From an optimization exercise on the open Yosys and OpenROAD flow, aimed at small area, a short achievable clock period and few clock cycles per item; shortcuts taken in it are not production practice. The RTL was checked by simulation tests, not by an equivalence proof against the original design. Power is estimated from default activity; no workload was simulated.

**design.v**
```verilog
package swts_pkg;
  localparam int WindowMaxDef = 64;
  localparam int SampleW      = 8;
  localparam int CountW       = 7;
  localparam int CfgReset     = 10;
  localparam int PredMax      = 110;
  localparam int NumStages = 16;
  typedef struct packed {
    logic               v;
    logic               tag;   
    logic [6:0]         n;
    logic [7:0]         x;
    logic [7:0]         mn, mx;
    logic [13:0]        s;
    logic signed [18:0] t;
    logic               sgn;
    logic [15:0]        d;
    logic [16:0]        d3;
    logic [15:0]        srem;
    logic [17:0]        slow;
    logic [16:0]        q0;
    logic [24:0]        g;
    logic [5:0]         s2;
    logic [5:0]         arem;
    logic [17:0]        alow;
    logic               r1nz;
    logic signed [24:0] f;
    logic [15:0]        avg;
    logic signed [16:0] slope;
    logic [15:0]        pred;
  } pay_t;
  localparam int PayW = 281;   
  function automatic logic [15:0] dtab(input logic [6:0] n);
    case (n)
      7'd2: dtab = 16'd1;
      7'd3: dtab = 16'd4;
      7'd4: dtab = 16'd10;
      7'd5: dtab = 16'd20;
      7'd6: dtab = 16'd35;
      7'd7: dtab = 16'd56;
      7'd8: dtab = 16'd84;
      7'd9: dtab = 16'd120;
      7'd10: dtab = 16'd165;
      7'd11: dtab = 16'd220;
      7'd12: dtab = 16'd286;
      7'd13: dtab = 16'd364;
      7'd14: dtab = 16'd455;
      7'd15: dtab = 16'd560;
      7'd16: dtab = 16'd680;
      7'd17: dtab = 16'd816;
      7'd18: dtab = 16'd969;
      7'd19: dtab = 16'd1140;
      7'd20: dtab = 16'd1330;
      7'd21: dtab = 16'd1540;
      7'd22: dtab = 16'd1771;
      7'd23: dtab = 16'd2024;
      7'd24: dtab = 16'd2300;
      7'd25: dtab = 16'd2600;
      7'd26: dtab = 16'd2925;
      7'd27: dtab = 16'd3276;
      7'd28: dtab = 16'd3654;
      7'd29: dtab = 16'd4060;
      7'd30: dtab = 16'd4495;
      7'd31: dtab = 16'd4960;
      7'd32: dtab = 16'd5456;
      7'd33: dtab = 16'd5984;
      7'd34: dtab = 16'd6545;
      7'd35: dtab = 16'd7140;
      7'd36: dtab = 16'd7770;
      7'd37: dtab = 16'd8436;
      7'd38: dtab = 16'd9139;
      7'd39: dtab = 16'd9880;
      7'd40: dtab = 16'd10660;
      7'd41: dtab = 16'd11480;
      7'd42: dtab = 16'd12341;
      7'd43: dtab = 16'd13244;
      7'd44: dtab = 16'd14190;
      7'd45: dtab = 16'd15180;
      7'd46: dtab = 16'd16215;
      7'd47: dtab = 16'd17296;
      7'd48: dtab = 16'd18424;
      7'd49: dtab = 16'd19600;
      7'd50: dtab = 16'd20825;
      7'd51: dtab = 16'd22100;
      7'd52: dtab = 16'd23426;
      7'd53: dtab = 16'd24804;
      7'd54: dtab = 16'd26235;
      7'd55: dtab = 16'd27720;
      7'd56: dtab = 16'd29260;
      7'd57: dtab = 16'd30856;
      7'd58: dtab = 16'd32509;
      7'd59: dtab = 16'd34220;
      7'd60: dtab = 16'd35990;
      7'd61: dtab = 16'd37820;
      7'd62: dtab = 16'd39711;
      7'd63: dtab = 16'd41664;
      7'd64: dtab = 16'd43680;
      default: dtab = 16'd0;
    endcase
  endfunction
  function automatic logic [7:0] min8(input logic [7:0] a, input logic [7:0] b);
    min8 = (a < b) ? a : b;
  endfunction
  function automatic logic [7:0] max8(input logic [7:0] a, input logic [7:0] b);
    max8 = (a > b) ? a : b;
  endfunction
  function automatic logic [16:0] d3tab(input logic [6:0] n);
    case (n)
      7'd2: d3tab = 17'd3;
      7'd3: d3tab = 17'd12;
      7'd4: d3tab = 17'd30;
      7'd5: d3tab = 17'd60;
      7'd6: d3tab = 17'd105;
      7'd7: d3tab = 17'd168;
      7'd8: d3tab = 17'd252;
      7'd9: d3tab = 17'd360;
      7'd10: d3tab = 17'd495;
      7'd11: d3tab = 17'd660;
      7'd12: d3tab = 17'd858;
      7'd13: d3tab = 17'd1092;
      7'd14: d3tab = 17'd1365;
      7'd15: d3tab = 17'd1680;
      7'd16: d3tab = 17'd2040;
      7'd17: d3tab = 17'd2448;
      7'd18: d3tab = 17'd2907;
      7'd19: d3tab = 17'd3420;
      7'd20: d3tab = 17'd3990;
      7'd21: d3tab = 17'd4620;
      7'd22: d3tab = 17'd5313;
      7'd23: d3tab = 17'd6072;
      7'd24: d3tab = 17'd6900;
      7'd25: d3tab = 17'd7800;
      7'd26: d3tab = 17'd8775;
      7'd27: d3tab = 17'd9828;
      7'd28: d3tab = 17'd10962;
      7'd29: d3tab = 17'd12180;
      7'd30: d3tab = 17'd13485;
      7'd31: d3tab = 17'd14880;
      7'd32: d3tab = 17'd16368;
      7'd33: d3tab = 17'd17952;
      7'd34: d3tab = 17'd19635;
      7'd35: d3tab = 17'd21420;
      7'd36: d3tab = 17'd23310;
      7'd37: d3tab = 17'd25308;
      7'd38: d3tab = 17'd27417;
      7'd39: d3tab = 17'd29640;
      7'd40: d3tab = 17'd31980;
      7'd41: d3tab = 17'd34440;
      7'd42: d3tab = 17'd37023;
      7'd43: d3tab = 17'd39732;
      7'd44: d3tab = 17'd42570;
      7'd45: d3tab = 17'd45540;
      7'd46: d3tab = 17'd48645;
      7'd47: d3tab = 17'd51888;
      7'd48: d3tab = 17'd55272;
      7'd49: d3tab = 17'd58800;
      7'd50: d3tab = 17'd62475;
      7'd51: d3tab = 17'd66300;
      7'd52: d3tab = 17'd70278;
      7'd53: d3tab = 17'd74412;
      7'd54: d3tab = 17'd78705;
      7'd55: d3tab = 17'd83160;
      7'd56: d3tab = 17'd87780;
      7'd57: d3tab = 17'd92568;
      7'd58: d3tab = 17'd97527;
      7'd59: d3tab = 17'd102660;
      7'd60: d3tab = 17'd107970;
      7'd61: d3tab = 17'd113460;
      7'd62: d3tab = 17'd119133;
      7'd63: d3tab = 17'd124992;
      7'd64: d3tab = 17'd131040;
      default: d3tab = 17'd0;
    endcase
  endfunction
  function automatic logic [17:0] r4step(input logic [15:0] rem, input logic [1:0] nb,
                                         input logic [15:0] d, input logic [16:0] d3);
    logic [17:0] r4;
    logic [18:0] s1, s2, s3;
    r4 = {rem, nb};
    s1 = {1'b0, r4} - {3'b0, d};
    s2 = {1'b0, r4} - {2'b0, d, 1'b0};
    s3 = {1'b0, r4} - {2'b0, d3};
    if (!s3[18])      r4step = {2'd3, s3[15:0]};
    else if (!s2[18]) r4step = {2'd2, s2[15:0]};
    else if (!s1[18]) r4step = {2'd1, s1[15:0]};
    else              r4step = {2'd0, r4[15:0]};
  endfunction
  function automatic logic [7:0] avstep(input logic [5:0] rem, input logic [1:0] nb,
                                        input logic [6:0] n);
    logic [7:0] r4, n3;
    logic [8:0] s1, s2, s3;
    r4 = {rem, nb};
    n3 = {1'b0, n} + {n, 1'b0};
    s1 = {1'b0, r4} - {2'b0, n};
    s2 = {1'b0, r4} - {1'b0, n, 1'b0};
    s3 = {1'b0, r4} - {1'b0, n3};
    if (!s3[8])      avstep = {2'd3, s3[5:0]};
    else if (!s2[8]) avstep = {2'd2, s2[5:0]};
    else if (!s1[8]) avstep = {2'd1, s1[5:0]};
    else             avstep = {2'd0, r4[5:0]};
  endfunction
  function automatic pay_t avg2(input pay_t pi);
    pay_t p;
    logic [7:0] av;
    p = pi;
    av     = avstep(p.arem, p.alow[17:16], p.n);
    p.arem = av[5:0];
    p.alow = {p.alow[15:0], av[7:6]};
    avg2 = p;
  endfunction
  function automatic pay_t ustep(input pay_t pi, input int u);
    pay_t p;
    logic [17:0] a;
    logic [17:0] st;
    logic [21:0] n2;
    logic [22:0] q60;
    logic [17:0] ar;
    logic [16:0] mag;
    p = pi;
    if (u == 6) begin
      p.arem = {1'b0, pi.s[13:9]};
      p.alow = {pi.s[8:0], 9'd0};
    end
    if (u >= 6 && u <= 14) p = avg2(p);
    if (u == 0) begin
      p.sgn  = pi.t[18];
      a      = pi.t[18] ? 18'(-pi.t) : 18'(pi.t);
      p.d    = dtab(pi.n);
      p.d3   = d3tab(pi.n);
      p.srem = {7'd0, a[17:9]};
      p.slow = {a[8:0], 9'd0};
    end else if (u <= 9) begin
      st     = r4step(pi.srem, pi.slow[17:16], pi.d, pi.d3);
      p.srem = st[15:0];
      p.slow = {pi.slow[15:0], st[17:16]};
    end else if (u == 10) begin
      p.q0   = pi.slow[16:0];
      n2     = {pi.srem, 6'd0} - {4'd0, pi.srem, 2'd0};
      p.srem = n2[21:6];
      p.s2   = n2[5:0];
      mag    = 17'(({1'b0, pi.slow[16:0]} + 18'd1) >> 1);
      p.slope = pi.sgn ? -$signed(mag) : $signed(mag);
    end else if (u <= 13) begin
      st     = r4step(pi.srem, pi.s2[5:4], pi.d, pi.d3);
      p.srem = st[15:0];
      p.s2   = {pi.s2[3:0], st[17:16]};
      if (u == 11) begin
        q60  = {pi.q0, 6'd0} - {4'd0, pi.q0, 2'd0};
        p.g  = {2'd0, q60};
      end
      if (u == 12) p.g = pi.sgn ? {8'd0, pi.x, 9'd0} - pi.g : {8'd0, pi.x, 9'd0} + pi.g;
    end else if (u == 14) begin
      p.r1nz = |pi.srem;
      p.f    = pi.sgn ? $signed(pi.g - {19'd0, pi.s2} - {24'd0, p.r1nz})
                      : $signed(pi.g + {19'd0, pi.s2});
    end else begin
      ar     = {1'b0, pi.alow[16:0]} + 18'd1;
      p.avg  = ar[16:1];
      if (pi.n < 7'd2) begin
        p.pred  = {pi.x, 8'd0};
        p.slope = '0;
      end else if (pi.f < 0) begin
        p.pred  = '0;
      end else if (pi.f > 25'sd56320 || (pi.f == 25'sd56320 && pi.r1nz)) begin
        p.pred  = 16'(PredMax * 256);
      end else begin
        p.pred  = 16'((pi.f + 25'sd1) >>> 1);
      end
    end
    ustep = p;
  endfunction
endpackage
module sliding_window_trend_stats_top (
  input  logic        clk,
  input  logic        rst_n,
  input  logic        in_valid,
  output logic        in_ready,
  input  logic [7:0]  in_sample_temp,
  output logic        out_valid,
  input  logic        out_ready,
  output logic [6:0]  out_fill_count,
  output logic        out_stats_valid,
  output logic [15:0] out_avg_q8,
  output logic [7:0]  out_min_temp,
  output logic [7:0]  out_max_temp,
  output logic signed [16:0] out_slope_q8,
  output logic [15:0] out_pred_q8,
  input  logic        cfg_we,
  input  logic [6:0]  cfg_wdata
);
  localparam int NS = swts_pkg::NumStages;
  logic [6:0] wlen_r, eff_w;
  always_comb begin
    if (wlen_r < 7'd2) eff_w = 7'd2;
    else if (wlen_r > 7'd64) eff_w = 7'd64;
    else eff_w = wlen_r;
  end
  logic ov_r, rc_v, hold_r, adv;
  assign adv = ~rc_v & ~hold_r;
  logic       out_free, deliver, recirc;
  logic [3:0] cnt_r;
  logic [4:0] tcnt_r, tcnt_nx;
  logic       iv_r;
  logic [7:0] ix_r;
  logic [6:0] ieff_r;
  logic       pok_r;   
  logic       plt_r;   
  logic       pg2_r;   
  logic       pg4_r;   
  logic       acc;
  logic       in_ready_r;   
  assign in_ready = in_ready_r;
  assign acc      = in_valid & in_ready;
  logic [511:0] mem_r;
  logic [5:0]   head_r, tail_r;
  logic [6:0]   n_r;
  logic [7:0]   pmin_r, pmax_r;
  logic [63:0]  bmin_r, bmax_r;
  logic op_go, op_pop, op_push, op_slide, op_wr, pop4, pop2;
  assign op_go    = iv_r & adv;
  assign op_pop   = op_go & ~pok_r;
  assign op_push  = op_go & plt_r;
  assign op_slide = op_go & pok_r & ~plt_r;
  assign op_wr    = op_go & pok_r;
  assign pop4     = pg4_r & (tail_r[2:0] <= 3'd4);
  assign pop2     = ~pop4 & pg2_r & (tail_r[2:0] <= 3'd6);
  logic [2:0] kdrop;
  assign kdrop = pop4 ? 3'd4 : pop2 ? 3'd2 : 3'd1;
  logic [6:0] n_nx;
  always_comb begin
    n_nx = n_r;
    if (op_pop) n_nx = n_r - {4'd0, kdrop};
    else if (op_push) n_nx = n_r + 7'd1;
  end
  logic signed [7:0] gw, gi;
  assign gw = $signed({1'b0, n_r}) - $signed({1'b0, eff_w});
  assign gi = $signed({1'b0, n_r}) - $signed({1'b0, ieff_r});
  function automatic logic [3:0] nflags(input logic signed [7:0] g, input logic dpush,
                                        input logic dpop1, input logic dpop2, input logic dpop4);
    if (dpush)      nflags = {g <= -1, g <= -2, g >= 1, g >= 3};
    else if (dpop1) nflags = {g <= 1,  g <= 0,  g >= 3, g >= 5};
    else if (dpop2) nflags = {g <= 2,  g <= 1,  g >= 4, g >= 6};
    else if (dpop4) nflags = {g <= 4,  g <= 3,  g >= 6, g >= 8};
    else            nflags = {g <= 0,  g <= -1, g >= 2, g >= 4};
  endfunction
  logic [3:0] fl_new, fl_old;
  assign fl_new = nflags(gw, op_push, op_pop & ~pop2 & ~pop4, op_pop & pop2, op_pop & pop4);
  assign fl_old = nflags(gi, op_push, op_pop & ~pop2 & ~pop4, op_pop & pop2, op_pop & pop4);
  logic [63:0] blk;
  logic [7:0]  a0, a1, a2, a3;
  assign blk = mem_r[tail_r[5:3]*64 +: 64];
  assign a0  = blk[tail_r[2:0]*8 +: 8];
  assign a1  = blk[3'(tail_r[2:0] + 3'd1)*8 +: 8];
  assign a2  = blk[3'(tail_r[2:0] + 3'd2)*8 +: 8];
  assign a3  = blk[3'(tail_r[2:0] + 3'd3)*8 +: 8];
  always_ff @(posedge clk) begin
    if (!rst_n) begin
      wlen_r <= 7'(swts_pkg::CfgReset);
      iv_r   <= 1'b0;
      in_ready_r <= 1'b1;
      head_r <= '0;
      tail_r <= '0;
      n_r    <= '0;
    end else begin
      if (cfg_we) wlen_r <= cfg_wdata;
      if (acc) iv_r <= 1'b1;
      else if (op_wr) iv_r <= 1'b0;
      in_ready_r <= ~(acc | (iv_r & ~op_wr)) | (~recirc & (tcnt_nx == 5'd0) & (acc ? fl_new[3] : fl_old[3]));
      if (op_wr) head_r <= head_r + 6'd1;
      if (op_pop) tail_r <= tail_r + {3'd0, kdrop};
      else if (op_slide) tail_r <= tail_r + 6'd1;
      n_r <= n_nx;
    end
  end
  always_ff @(posedge clk) begin
    if (acc) begin
      ix_r   <= in_sample_temp;
      ieff_r <= eff_w;
    end
    {pok_r, plt_r, pg2_r, pg4_r} <= acc ? fl_new : fl_old;
  end
  logic [7:0] wmin, wmax;
  assign wmin = (head_r[2:0] == 3'd0 || ix_r < pmin_r) ? ix_r : pmin_r;
  assign wmax = (head_r[2:0] == 3'd0 || ix_r > pmax_r) ? ix_r : pmax_r;
  always_ff @(posedge clk) begin
    if (op_wr) begin
      for (int j = 0; j < 64; j++)
        if (head_r == 6'(j)) mem_r[j*8 +: 8] <= ix_r;
      pmin_r <= wmin;
      pmax_r <= wmax;
      if (head_r[2:0] == 3'd7)
        for (int b = 0; b < 8; b++)
          if (head_r[5:3] == 3'(b)) begin
            bmin_r[b*8 +: 8] <= wmin;
            bmax_r[b*8 +: 8] <= wmax;
          end
    end
  end
  logic        r1v, r1pop, r1pop2, r1pop4, r1push, r1slide;
  logic [7:0]  b0, b1, b2, b3;
  logic [7:0]  r1x;
  logic [6:0]  r1n;
  logic [63:0] blk_r;
  always_ff @(posedge clk) begin
    if (!rst_n) r1v <= 1'b0;
    else if (adv) r1v <= op_go;
    if (adv) begin
      r1pop   <= ~pok_r;
      r1pop2  <= pop2;
      r1pop4  <= pop4;
      r1push  <= plt_r;
      r1slide <= pok_r & ~plt_r;
      b0      <= a0;
      b1      <= a1;
      b2      <= a2;
      b3      <= a3;
      r1x     <= ix_r;
      r1n     <= n_r;
      blk_r   <= blk;
    end
  end
  logic [1:0]         c2;    
  logic [9:0]         y2;
  logic signed [8:0]  d1, d2;
  always_comb begin
    c2 = 2'd0;
    y2 = {2'd0, r1x};
    d1 = '0;
    d2 = '0;
    if (r1pop) begin
      if (r1pop4) begin
        c2 = 2'd2;
        y2 = (10'(b0) + 10'(b1)) + (10'(b2) + 10'(b3));
        d1 = $signed({1'b0, b0}) - $signed({1'b0, b3});
        d2 = $signed({1'b0, b1}) - $signed({1'b0, b2});
      end else if (r1pop2) begin
        c2 = 2'd1;
        y2 = 10'(b0) + 10'(b1);
        d1 = $signed({1'b0, b0}) - $signed({1'b0, b1});
      end else begin
        y2 = {2'd0, b0};
      end
    end else if (r1slide) begin
      c2 = 2'd1;
      y2 = 10'(b0) + 10'(r1x);
      d1 = $signed({1'b0, b0}) - $signed({1'b0, r1x});
    end
  end
  logic [5:0] hs;
  logic [2:0] hb, hp, tb, tp, kb;
  logic       cont;
  logic [7:0] omask, mmask;
  always_comb begin
    hs   = head_r - 6'd1;
    hb   = hs[5:3];
    hp   = hs[2:0];
    tb   = tail_r[5:3];
    tp   = tail_r[2:0];
    cont = n_r <= {3'd0, hp} + 7'd1;
    kb   = hb - tb;
    for (int p = 0; p < 8; p++) begin
      omask[p] = 3'(p) >= tp && (!cont || 3'(p) <= hp);
      mmask[p] = !cont && (kb == 3'd0 ? 3'(p) != tb : 3'(3'(p) - tb - 3'd1) < kb - 3'd1);
    end
  end
  logic               r2v, r2pop, r2slide, r2p4;
  logic [1:0]         r2c;
  logic [9:0]         r2y;
  logic signed [8:0]  r2d1, r2d2;
  logic [6:0]         r2n, r2nn;
  logic [7:0]         r2x, r2pmn, r2pmx, r2om, r2mm;
  always_ff @(posedge clk) begin
    if (!rst_n) r2v <= 1'b0;
    else if (adv) r2v <= r1v;
    if (adv) begin
      r2pop   <= r1pop;
      r2slide <= r1slide;
      r2p4    <= r1pop & r1pop4;
      r2c     <= c2;
      r2y     <= y2;
      r2d1    <= d1;
      r2d2    <= d2;
      r2n     <= r1n;
      r2nn    <= n_r;
      r2x     <= r1x;
      r2om    <= omask;
      r2mm    <= mmask;
      r2pmn   <= cont ? 8'hff : pmin_r;
      r2pmx   <= cont ? 8'h00 : pmax_r;
    end
  end
  logic [63:0] olo, ohi, mlo, mhi;
  logic [15:0] omn, omx, mmn, mmx;
  logic [9:0][18:0] pp;
  logic [18:0] l1s0, l1c0, l1s1, l1c1, l1s2, l1c2, l2s0, l2c0, l2s1, l2c1, l3s, l3c, l4s, l4c,
               pzs, pzc;
  logic [13:0] ds3;
  always_comb begin
    for (int p = 0; p < 8; p++) begin
      olo[p*8 +: 8] = r2om[p] ? blk_r[p*8 +: 8] : 8'hff;
      ohi[p*8 +: 8] = r2om[p] ? blk_r[p*8 +: 8] : 8'h00;
      mlo[p*8 +: 8] = r2mm[p] ? bmin_r[p*8 +: 8] : 8'hff;
      mhi[p*8 +: 8] = r2mm[p] ? bmax_r[p*8 +: 8] : 8'h00;
    end
    omn = min_tree(olo);
    omx = max_tree(ohi);
    mmn = min_tree(mlo);
    mmx = max_tree(mhi);
    for (int b = 0; b < 7; b++) pp[b] = r2n[b] ? 19'({r2y, 9'd0} >> (9 - b)) : 19'd0;
    pp[7] = 19'(r2d1);
    pp[8] = 19'(r2d2);
    pp[9] = r2p4 ? 19'(r2d1) << 1 : 19'd0;
    {l1s0, l1c0} = csa(pp[0], pp[1], pp[2]);
    {l1s1, l1c1} = csa(pp[3], pp[4], pp[5]);
    {l1s2, l1c2} = csa(pp[6], pp[7], pp[8]);
    {l2s0, l2c0} = csa(l1s0, l1c0, l1s1);
    {l2s1, l2c1} = csa(l1c1, l1s2, l1c2);
    {l3s, l3c}   = csa(l2s0, l2c0, l2s1);
    {l4s, l4c}   = csa(l3s, l3c, l2c1);
    {pzs, pzc}   = csa(l4s, l4c, pp[9]);
    if (r2pop) ds3 = -{4'd0, r2y};
    else if (r2slide) ds3 = -(14'(r2d1));
    else ds3 = {4'd0, r2y};
  end
  function automatic logic [37:0] csa(input logic [18:0] a, input logic [18:0] b,
                                      input logic [18:0] c);
    csa = {a ^ b ^ c, 19'(((a & b) | (a & c) | (b & c)) << 1)};
  endfunction
  logic               r3v, r3pop;
  logic [1:0]         r3c;
  logic [18:0]        r3pzs, r3pzc;
  logic [13:0]        r3ds;
  logic [6:0]         r3nn;
  logic [7:0]         r3x, r3pmn, r3pmx;
  logic [15:0]        r3omn, r3omx, r3mmn, r3mmx;
  always_ff @(posedge clk) begin
    if (!rst_n) r3v <= 1'b0;
    else if (adv) r3v <= r2v;
    if (adv) begin
      r3pop <= r2pop;
      r3c   <= r2c;
      r3pzs <= pzs;
      r3pzc <= pzc;
      r3ds  <= ds3;
      r3nn  <= r2nn;
      r3x   <= r2x;
      r3pmn <= r2pmn;
      r3pmx <= r2pmx;
      r3mmn <= mmn;
      r3mmx <= mmx;
      r3omn <= omn;
      r3omx <= omx;
    end
  end
  logic               r5v, r5pop;
  logic [1:0]         r5c;
  logic [18:0]        r5pz;
  logic [13:0]        r5ds;
  logic [6:0]         r5nn;
  logic [7:0]         r5x, r5pmn, r5pmx, r5omn, r5omx, r5mmn, r5mmx;
  always_ff @(posedge clk) begin
    if (!rst_n) r5v <= 1'b0;
    else if (adv) r5v <= r3v;
    if (adv) begin
      r5pop <= r3pop;
      r5c   <= r3c;
      r5pz  <= r3pzs + r3pzc;
      r5ds  <= r3ds;
      r5nn  <= r3nn;
      r5x   <= r3x;
      r5pmn <= r3pmn;
      r5pmx <= r3pmx;
      r5omn <= swts_pkg::min8(r3omn[15:8], r3omn[7:0]);
      r5omx <= swts_pkg::max8(r3omx[15:8], r3omx[7:0]);
      r5mmn <= swts_pkg::min8(r3mmn[15:8], r3mmn[7:0]);
      r5mmx <= swts_pkg::max8(r3mmx[15:8], r3mmx[7:0]);
    end
  end
  logic [13:0]        s_r;
  logic signed [18:0] t_r;
  logic signed [21:0] t_nx;
  logic [16:0]        cs;
  always_comb begin
    cs   = {3'd0, s_r} << r5c;
    t_nx = 22'(t_r) - $signed({5'd0, cs}) + 22'($signed(r5pz));
  end
  always_ff @(posedge clk) begin
    if (!rst_n) begin
      s_r <= '0;
      t_r <= '0;
    end else if (adv && r5v) begin
      s_r <= s_r + r5ds;
      t_r <= 19'(t_nx);
    end
  end
  logic [7:0] fmn, fmx;
  assign fmn = swts_pkg::min8(r5omn, swts_pkg::min8(r5mmn, r5pmn));
  assign fmx = swts_pkg::max8(r5omx, swts_pkg::max8(r5mmx, r5pmx));
  logic       r4v;
  logic [6:0] r4n;
  logic [7:0] r4x, r4mn, r4mx;
  always_ff @(posedge clk) begin
    if (!rst_n) r4v <= 1'b0;
    else if (adv) r4v <= r5v & ~r5pop;
    if (adv) begin
      r4n  <= r5nn;
      r4x  <= r5x;
      r4mn <= fmn;
      r4mx <= fmx;
    end
  end
  function automatic logic [15:0] min_tree(input logic [63:0] v);
    logic [7:0] a0, a1, a2, a3;
    a0 = swts_pkg::min8(v[7:0],   v[15:8]);
    a1 = swts_pkg::min8(v[23:16], v[31:24]);
    a2 = swts_pkg::min8(v[39:32], v[47:40]);
    a3 = swts_pkg::min8(v[55:48], v[63:56]);
    min_tree = {swts_pkg::min8(a0, a1), swts_pkg::min8(a2, a3)};
  endfunction
  function automatic logic [15:0] max_tree(input logic [63:0] v);
    logic [7:0] a0, a1, a2, a3;
    a0 = swts_pkg::max8(v[7:0],   v[15:8]);
    a1 = swts_pkg::max8(v[23:16], v[31:24]);
    a2 = swts_pkg::max8(v[39:32], v[47:40]);
    a3 = swts_pkg::max8(v[55:48], v[63:56]);
    max_tree = {swts_pkg::max8(a0, a1), swts_pkg::max8(a2, a3)};
  endfunction
  swts_pkg::pay_t pin;
  always_comb begin
    pin    = '0;
    pin.v  = r4v & adv;
    pin.n  = r4n;
    pin.x  = r4x;
    pin.mn = r4mn;
    pin.mx = r4mx;
    pin.s  = s_r;
    pin.t  = t_r;
  end
  localparam int PW = swts_pkg::PayW;
  logic [(NS+1)*PW-1:0] pbv;
  swts_pkg::pay_t pl, rc, p0;
  assign p0 = rc_v ? rc : pin;
  assign pbv[PW-1:0] = p0;
  for (genvar s = 0; s < NS; s++) begin : g_st
    swts_div_stage #(.S(s), .REG(s < NS - 1)) u_st (
      .clk(clk), .rst_n(rst_n), .d_i(pbv[s*PW +: PW]), .q_o(pbv[(s+1)*PW +: PW])
    );
  end
  assign pl = pbv[NS*PW +: PW];
  logic [72:0] res, out_r;
  assign res = {pl.n, pl.n >= 7'd2, pl.avg, pl.mn, pl.mx, pl.slope, pl.pred};
  assign out_free = ~ov_r | out_ready;
  assign deliver  = pl.v & out_free & (cnt_r == 4'd0);
  assign recirc   = pl.v & ~deliver;
  assign tcnt_nx  = tcnt_r + {4'd0, recirc & ~pl.tag} - {4'd0, deliver & pl.tag};
  always_ff @(posedge clk) begin
    if (!rst_n) begin
      ov_r   <= 1'b0;
      rc_v   <= 1'b0;
      cnt_r  <= '0;
      tcnt_r <= '0;
      hold_r <= 1'b0;
    end else begin
      if (out_free) ov_r <= deliver;
      rc_v <= recirc;
      if (recirc && cnt_r == 4'd0) cnt_r <= 4'(NS - 1);
      else if (cnt_r != 4'd0) cnt_r <= cnt_r - 4'd1;
      tcnt_r <= tcnt_nx;
      hold_r <= tcnt_nx != 5'd0;
    end
  end
  always_ff @(posedge clk) begin
    if (out_free) out_r <= res;
    rc     <= '0;
    rc.v   <= 1'b1;
    rc.tag <= 1'b1;
    rc.n   <= pl.n;
    rc.x   <= pl.x;
    rc.mn  <= pl.mn;
    rc.mx  <= pl.mx;
    rc.s   <= pl.s;
    rc.t   <= pl.t;
  end
  assign out_valid = ov_r;
  assign {out_fill_count, out_stats_valid, out_avg_q8, out_min_temp, out_max_temp, out_slope_q8,
          out_pred_q8} = out_r;
endmodule
module swts_div_stage #(
  parameter int S   = 0,
  parameter bit REG = 1
) (
  input  logic           clk,
  input  logic           rst_n,
  input  swts_pkg::pay_t d_i,
  output swts_pkg::pay_t q_o
);
  swts_pkg::pay_t c;
  assign c = swts_pkg::ustep(d_i, S);
  if (REG) begin : g_reg
    always_ff @(posedge clk) begin
      q_o <= c;
      if (!rst_n) q_o.v <= 1'b0;
    end
  end else begin : g_comb
    assign q_o = c;
  end
endmodule
```
**flow/run.sh**
```bash
#!/bin/bash
set -euo pipefail
MARGIN=${SWTS_SETUP_MARGIN:-7.5}
bash standard.sh synth > synth.log 2>&1
bash standard.sh SETUP_SLACK_MARGIN=$MARGIN finish > layout.log 2>&1
```
**standard.sh**
```bash
#!/bin/bash
# synth_recipe.tcl (not shown) runs the flow's synth.tcl, then flattens the netlist and writes it again
# the make line also repeats each setting of config.mk as NAME=value (left out here)
make -C /OpenROAD-flow-scripts/flow DESIGN_CONFIG=/design/flow/config.mk WORK_HOME=/design/flow/orfs CLKGATE_MAP_FILE= SYNTH_SCRIPT=/design/flow/synth_recipe.tcl "${@:-finish}"
```
**config.mk**
```make
export PLATFORM = sky130hd
export DESIGN_NAME = sliding_window_trend_stats_top
export DESIGN_NICKNAME = sliding_window_trend_stats_top
export VERILOG_FILES = /design/flow/design.v
export SDC_FILE = /design/flow/constraint.sdc
export NUM_CORES = 4
export LEC_CHECK = 0
export CAP_MARGIN = 20
export CORE_MARGIN = 2
export CORE_UTILIZATION = 55
export CTS_CLUSTER_DIAMETER = 100
export CTS_CLUSTER_SIZE = 20
export SLEW_MARGIN = 20
```
**constraint.sdc**
```tcl
create_clock -name core_clock -period 11.0 [get_ports {clk}]
set_input_delay 2.2000 -clock core_clock [delete_from_list [all_inputs] [get_ports {clk}]]
set_output_delay 2.2000 -clock core_clock [all_outputs]
set_load 0.01 [all_outputs]
```
==> metrics.md, run 1 <==
| Metric | Value |
|---|---|
| Status | `complete, no violations` |
| Detailed Place HPWL | `271,200 um` |
| Hold crit path type | `reg2reg` |
| Max Cap Viol | `0` |
| Setup Viol. Count Final | `0` |
| Fin nets | `around 16,000` |
| Yosys warns | `17` |
| Adder-cell area share of the yosys netlist | `0.1289` |
| Avg Inst Size Synth | `~11 um2` |
| Crit path cell chain | `buf_6` |
| Ports | `between 90 and 100` |
| #FFs+latches synth | `roughly 3,400` |
| Worst-Skew Late Latency | `slightly above 0.9 ns` |
| Wire per inst | `20.35 um` |
| Vias in the first global route | `between 100k and 150k` |
| Compound-gate portion of the synthesized area | `0.1248` |
| Setup TNS Final | `0 ns` |
| Clock power frac | `0.154` |
| Hold-fix buffers, CTS | `0` |
| Initial Utilization | `0.5518` |
| Final wirelength | `373,900 um` |
| GR Overflow Total | `0` |
| Die W | `535.5 um` |
| Die height | `535.5 um` |
| PwrDens | `280.6 nW/um2` |
| Max Root-Sink Buffers | `4` |
| DR iter-0 viols | `between 7,000 and 8,000` |
| Main synth FF type | `dfxtp_1` |
| Fmax achieved | `0.2582 GHz` |
| Commonest non-fill, non-tap cell in the layout | `dfxtp_1` |
| Fraction of layout cells with a size suffix above 1 | `0.1315` |
| Largest family of logic cells by synthesized area | `adder cells` |
| Post-synth cell types | `105` |
| Buf/Inv on CP | `1` |
| Crit-path max FO | `1` |
| Synth Area in Simple Gates | `0.09954` |
| PortBufs | `94` |
| First-pass GRT wire length | `576,900 um` |
| Gpl congestion | `0.9049` |
| Multiplexer share of the synthesized area | `0.04685` |
| Via density | `5.633` |
| Most frequent cells in the layout | `dfxtp_1 (2,182), ha_1 (1,235), edfxtp_1 (1,210), inv_1 (1,134), nand2_1 (952)` |
| Cell internal pwr | `29.96 mW` |
| Initial antenna violation count | `19` |
| Vias after detailed routing | `slightly above 100k` |
| Hold violation total from the final report | `0` |
| Dpl ws | `5.666 ns` |
| EDFF count, synth | `1,210` |
| Maximum number of pins on one net before global-route repair | `140` |
| RSZ-0062 raised after global routing | `yes` |
| Switching pwr | `18.82 mW` |
| Post-synth net total | `15,590` |
| Critical setup path kind | `reg2out` |
| CP top delay family | `flip-flops` |
| Final WS setup | `7.127 ns` |
| Worst IR Drop VDD | `213.7 uV` |
| Comb pwr share | `0.490` |
| CP startpoint kind | `flop` |
| Post-route insts no fill | `18,370` |
| Clk slew on worst S/H paths | `0.07 ns` |
| Clock buffer count from CTS | `197` |
| GRT Overall Usage | `0.2540` |
| Hold WS | `0.2988 ns` |
| Fin crit share | `0.3521` |
| Sequential-to-total area share from yosys stat | `0.5189` |
| Critical Path AT | `1.67 ns` |
| Final setup skew | `just over 0.05 ns` |
| Seq pwr share | `0.357` |
| Post-route DRC | `0` |
| Synth-to-Final Area Change | `11.89%` |
| Fin. max-slew vios | `0` |
| CTS root buffer | `clkbuf_16` |
| Core area | `281,600 um2` |
| Clk sinks | `3,422` |
| Fraction of registers with async set/reset | `0` |
| CP required | `8.80 ns` |
| Critical Path Max Stage Delay | `just under 0.6 ns` |
| Routed Antenna Nets | `0` |
| Syn Inst Count | `14,070` |
| Placed insts | `17,660` |
| Slew margin rel. | `0.1574` |
| Die area | `~290,000 um2` |
| Switch share | `0.3858` |
| Static Leak | `69.87 nW` |
| H-tree lvl count | `4` |
| CP endpoint kind | `primary output` |
| Mapped Area | `between 150,000 and 200,000 um2` |
| CTS tree | `done` |
| DRT Pass-1 Iters | `6` |
| Worst slew pin tran | `1.261 ns` |
| Xor and xnor area share after synthesis | `0.04323` |
| CP max-delay cell | `edfxtp_1` |
| Rows | `195` |
| Minimum clock period after layout | `roughly 3.9 ns` |
==> metrics by stage <==
stage                     power, mW    util  cell area (um2)
after floorplan               33.02       -           156100
after global placement        37.39  0.5708           160700
after detailed placement      37.96  0.5709           160700
after CTS                     46.88  0.6019           169500
after global routing          52.29  0.6173           173800
final                         48.78  0.6174           173800
==> final timing paths <==
| kind | startpoint | to | slack (ns) | cells after the start |
|---|---|---|---|---|
| worst max-delay path | out_r[12] | out_pred_q8[12] | 7.13 | 1 |
| worst min register to register | g_st[13].u_st.q_o[237] | g_st[14].u_st.q_o[237] | 0.30 | 0 |
| worst max register to register | r2mm[0] | r3mmx[8] | 7.21 | 23 |
| worst min-delay path | g_st[13].u_st.q_o[237] | g_st[14].u_st.q_o[237] | 0.30 | 0 |
==> cell usage after synthesis (all sizes together) (27+ instances only) <==
library cell  instances  area, um2
a211o                33      289.0
a211oi              110      835.8
a21o                286       2147
a21oi               868       4374
a311oi               27      242.7
a31o                 29      254.0
a31oi               161       1067
and2                149      932.1
and3                 71      444.2
buf                  89      449.2
clkbuf              257      964.7
dfxtp              2212      44280
edfxtp             1210      36330
fa                  180       3603
ha                 1312      16420
inv                1186       4452
mux2                121       1370
mux2i               210       2102
mux4                169       3806
nand2               993       3727
nand2b              253       1583
nand3               199      996.0
nand4                41      256.5
nor2                977       3667
nor2b               239       1495
nor3                180      915.9
nor4                 46      287.8
o211ai              157       1179
o21a                161       1209
o21ai               739       3706
o21bai               83      634.4
o22ai                36      225.2
o31a                 31      271.5
o31ai                65      525.5
or3                  75      474.2
xnor2               488       4282
xor2                278       2435
==> routing by layer <==
metal / share of wire / global-route usage / vias to the layer above
li1: - / - / 50440
met1: 0.47 / 0.3707 / 50030
met2: 0.45 / 0.4032 / 2516
met3: 0.052 / 0.02513 / 503
met4: 0.028 / 0.07018 / 4
met5: 0.000083 / 0 / -
==> registers in the layout, summed over array words and instances, names as in the netlist, 17 cells and up <==
signal,flops
r5pz,19
r3pzc,17
bmin_r,64
blk_r,64
mem_r,512
g_st.u_st.q_o,2066
rc,64
bmax_r,64
t_r,19
r3pzs,19
out_r,73
==> power by group through the flow <==
stage	logic, mW	clock network, mW	registers [mW]
floorplan	16.1	0	16.9
global placement	19.6	0	17.7
detailed placement	20.2	0	17.8
CTS	21.7	7.74	17.4
global route	26.5	8.17	17.7
finish	23.9	7.50	17.4
==> area by class of cell <==
type / instances / area, um2
fill: 22610 / 107700
sequential: 3422 / 80680
multi-input combinational: 9131 / 73130
clock buffer: 279 / 5333
timing repair buffer: 574 / 5110
tap: 3743 / 4683
inverter: 1189 / 4519
clock inverter: 23 / 341.6
antenna: 9 / 22.52
timing repair inverter: 2 / 17.52
==> cells by family (layout without fill, tap and decap cells) <==
| family | count (synthesis) | count (layout) |
|---|---|---|
| xor+xnor | 766 | 766 |
| other cells | 0 | 9 |
| buf+inv | 1535 | 2067 |
| compound gates | 3045 | 3058 |
| simple gates | 3314 | 3315 |
| mux | 500 | 500 |
| fa+ha+maj | 1492 | 1492 |
| flops | 3422 | 3422 |
==> repair_timing <==
action / 4_1_cts / 5_1_grt
gates cloned: 12 / 11
buffers inserted: 215 / 168
gates resized for setup: 681 / 680
pin swaps: 151 / 287
setup endpoints to repair: 874 / 740
Testbench counts, summed over its fixed seeds: cycles 3,338, items 2,560.
==> run 2, diff against run 1 <==
==> flow/run.sh (replaced) <==
#!/bin/bash
set -euo pipefail
MARGIN=${SWTS_SETUP_MARGIN:-7.2}
bash standard.sh synth > synth.log 2>&1
bash standard.sh SETUP_SLACK_MARGIN=$MARGIN finish > layout.log 2>&1
==> run 2 against run 1 <==
  * Combinational power decreased by 8.4%
  * Register-to-register slack got worse by 0.06 ns
  * Clock power increased by 1%
  * Global-route usage decreased by 0.059 points
  * Cell area decreased by 2.5%
  * Largest power group unchanged
  * Highest routed layer unchanged
==> metrics.md, run 2 <==
| Metric | Value |
|---|---|
| Fin. max-slew vios | `0` |
| Setup TNS Final | `0 ns` |
| Fin nets | `15,850` |
| Clock power frac | `0.162` |
| Critical setup path kind | `reg2reg` |
| Ports | `95` |
| Design area | `169,500 um2` |
| Leading area contributor after synthesis | `dfxtp_1` |
| DR iter-0 viols | `around 7,100` |
| Critical Path AT | `4.66 ns` |
| RSZ-0062 raised after global routing | `yes` |
| Syn Inst Count | `around 14,000` |
| Largest Register | `g_st.u_st.q_o` |
| Maximum number of pins on one net before global-route repair | `157` |
| Clk slew on worst S/H paths | `0.08 ns` |
| Main synth FF type | `dfxtp_1` |
| Clock buffer count from CTS | `197` |
| DP Area | `160,500 um2` |
| Final WS setup | `7.154 ns` |
| Most numerous cell in the Yosys netlist | `dfxtp_1` |
| Switching pwr | `around 18 mW` |
| Fin crit share | `0.3496` |
| Placed insts | `17,660` |
| Fraction of layout cells with a size suffix above 1 | `0.08844` |
| Vias in the first global route | `slightly above 100k` |
| H-tree lvl count | `4` |
| Area contributors post-synth | `dfxtp_1 (29%), edfxtp_1 (23%), ha_1 (11%)` |
| Leading registers by flop count | `g_st.u_st.q_o x2066, mem_r x512, out_r x73` |
| Routed Antenna Nets | `0` |
| Detailed Place HPWL | `276,400 um` |
| CP top delay family | `compound AO/OA/AOI/OAI gates` |
| DRT Pass-1 Iters | `6` |
| Final setup skew | `0.05550 ns` |
| Minimum clock period after layout | `3.846 ns` |
| CP startpoint kind | `flop` |
| #FFs+latches synth | `3,422` |
| Critical Path Max Stage Delay | `between 0.4 and 0.5 ns` |
| Number of flip-flops under the largest register name | `2,066` |
| Seq pwr share | `0.371` |
| Yosys warns | `17` |
| Max Cap Viol | `0` |
| CP endpoint kind | `flop` |
| Crit path cell chain | `clkinv_8 -> buf_16 -> ha_1 -> a211o_4 -> and2_4 -> nand2_2 -> inv_2 -> nor2_2 -> ha_2 -> inv_2 -> fa_1 -> a21o_1 -> a21oi_2 -> o21bai_1 -> a21oi_1 -> a21oi_1 -> or3_1 -> a21oi_1` |
| CP required | `11.81 ns` |
| Worst-Skew Late Latency | `0.92 ns` |
| Clk sinks | `3,422` |
| Via density | `5.623` |
| CP max-delay cell | `dfxtp_4` |
| First-pass GRT wire length | `approximately 570,000 um` |
| Tot Pwr | `46.84 mW` |
| Most frequent cells in the layout | `dfxtp_1 (2,197), ha_1 (1,287), edfxtp_1 (1,210), inv_1 (1,165), nand2_1 (977)` |
| Rows | `195` |
| Die height | `approximately 540 um` |
| Commonest non-fill, non-tap cell in the layout | `dfxtp_1` |
| Initial antenna violation count | `20` |
| Core area | `281,600 um2` |
| Synth top cells by count | `dfxtp_1 (2,212), ha_1 (1,312), edfxtp_1 (1,210), inv_1 (1,185), nand2_1 (993)` |
| Switch share | `0.3807` |
| CTS root buffer | `clkbuf_16` |
| Reg-to-reg startpoint | `tail_r[0]` |
| Gpl congestion | `0.9102` |
| EDFF count, synth | `1,210` |
| Setup Viol. Count Final | `0` |
| Synth-to-Final Area Change | `9.115%` |
| Die area | `about 290,000 um2` |
| Hold Path Cell Cnt | `0` |
| Hold crit path type | `reg2reg` |
| Slew margin rel. | `0.2068` |
| Wire per inst | `20.39 um` |
| CTS tree | `done` |
| Post-layout util | `0.6021` |
| Max Root-Sink Buffers | `4` |
| Hold endpoint | `g_st[9].u_st.q_o[216]` |
| Fraction of registers with async set/reset | `0` |
| Most frequent CP cell | `a21oi_1` |
| Sequential-to-total area share from yosys stat | `0.5189` |
| Reg2reg setup slack | `between 7 and 8 ns` |
| GRT Overall Usage | `0.2534` |
| Hold path start | `g_st[8].u_st.q_o[216]` |
| Comb pwr share | `0.467` |
| Worst R2R End | `n_r[6]` |
| Cell internal pwr | `29.01 mW` |
| PortBufs | `94` |
| Initial Utilization | `0.5518` |
| Crit-path max FO | `a little over 40` |
| Post-synth cell types | `105` |
| Fmax achieved | `0.2600 GHz` |
| Yosys top cell area share | `0.2850` |
| Worst IR Drop VDD | `283.3 uV` |
| Status | `complete, no violations` |
| Worst slew pin tran | `1.190 ns` |
| Vias after detailed routing | `~100k` |
| Hold violation total from the final report | `0` |
| Reg2Reg Depth | `18` |
| Static Leak | `68.56 nW` |
| Buf/Inv on CP | `4` |
| Post-route DRC | `0` |
| Mapped Area | `approximately 160,000 um2` |
| Post-synth net total | `15,590` |
| Avg Inst Size Synth | `11.04 um2` |
| Hold WS | `0.2917 ns` |
| Dpl ws | `5.122 ns` |
| Final wirelength | `371,200 um` |
| Die W | `roughly 540 um` |
| Hold-fix buffers, CTS | `0` |
| Post-route insts no fill | `between 15,000 and 20,000` |
| PwrDens | `about 280 nW/um2` |
| GR Overflow Total | `0` |
## run 2: worst register-to-register path: cells and delay by family, from the launching register on
kind	cells	cell delay, ns
AOI/OAI and AO/OA	7	1.20
adders and majority gates	3	0.85
buffers and inverters	4	0.47
DFF	1	0.41
and+or+nand+nor	4	0.80
## run 2: area by class of cell
| type | instances | area, um2 |
|---|---|---|
| Multi-Input combinational cell | 9123 | 70440 |
| Sequential cell | 3422 | 80650 |
| Clock inverter | 24 | 435.4 |
| Inverter | 1189 | 4493 |
| Timing Repair Buffer | 407 | 3432 |
| Timing Repair inverter | 1 | 8.758 |
| Antenna cell | 5 | 12.51 |
| Clock buffer | 285 | 5365 |
| Tap cell | 3743 | 4683 |
| Fill cell | 22990 | 112000 |
## run 2: layer usage
metal | part of all wire | global-route usage | routed length, um
met5 | 0.00019 | 0 | 72
met4 | 0.043 | 0.09837 | 16100
met3 | 0.043 | 0.02847 | 16090
met2 | 0.48 | 0.4360 | 179000
met1 | 0.43 | 0.3271 | 159900
## run 2: logic make-up (layout without fill, tap and decap cells)
| kind of cell | Yosys count | in the layout | share of synthesized area |
|---|---|---|---|
| DFF | 3422 | 3422 | 0.5189 |
| and+or+nand+nor | 3314 | 3314 | 0.09954 |
| AOI/OAI and AO/OA | 3045 | 3051 | 0.1248 |
| buffers and inverters | 1535 | 1906 | 0.03783 |
| adders and majority gates | 1492 | 1492 | 0.1289 |
| xor gates and xnor gates | 766 | 766 | 0.04323 |
| muxes | 500 | 500 | 0.04685 |
| other | 0 | 5 | 0 |
## run 2: power by group through the flow
stage               Combinational (mW)  Sequential (mW)  Clock [mW]
floorplan                         15.9             16.9           0
global placement                  19.4             17.7           0
detailed placement                20.0             17.8           0
CTS                               20.8             17.4        7.83
global route                      24.4             17.6        8.28
finish                            21.9             17.4        7.60
## run 2: worst max-delay path by stage
stage / startpoint / endpoint / slack (ns) / cells past startpoint
5_1_grt: rc_v / n_r[6] / 6.95 / 17
4_1_cts: tail_r[0] / n_r[6] / 6.98 / 18
3_3_place_gp: out_ready / in_ready_r / 5.16 / 11
3_5_place_dp: out_ready / in_ready_r / 5.12 / 12
2_1_floorplan: out_ready / in_ready_r / 5.65 / 11
6_report: tail_r[0] / n_r[6] / 7.15 / 18
## run 2: repair_timing
item                       4_1_cts  5_1_grt
pin swaps                       23       88
cloned                           4        7
setup endpoints to repair      298      260
resized for setup              325      286
setup buffers                  132       81
hold endpoints to repair         0        0

[afterwards: timing with drivers on the ports]
Ports are ideal in the flow. The routed layouts listed here were re-timed in OpenROAD. Step 1: set_driving_cell puts a clkbuf_16 on clk and a buf_2 on each other input, an assumption about the parent block. Step 2 moves the port delays by t, midway between the first and last clock arrival at a register: inputs arrive t later, outputs are due t later. That takes back most of the time a late clock gives input paths. Three values: no drivers, after step 1, after step 2; two values: the first two.
run | t, ns | setup slack, ns | worst hold slack (ns) | worst setup path after step 2 | worst slew at a driven data input, ns
run 1 | 0.982 | 7.127 / 7.032 / 6.546 | 0.299 / 0.299 / 0.299 | input to register | 0.05
run 2 | 0.986 | 7.154 / 7.154 / 6.528 | 0.292 / 0.292 / 0.292 | input to register | 0.04
After both steps every run listed still meets setup and hold. The setup slack of run 2, which loses most, moves by 0.000 ns with the drivers and by -0.626 ns with both steps.
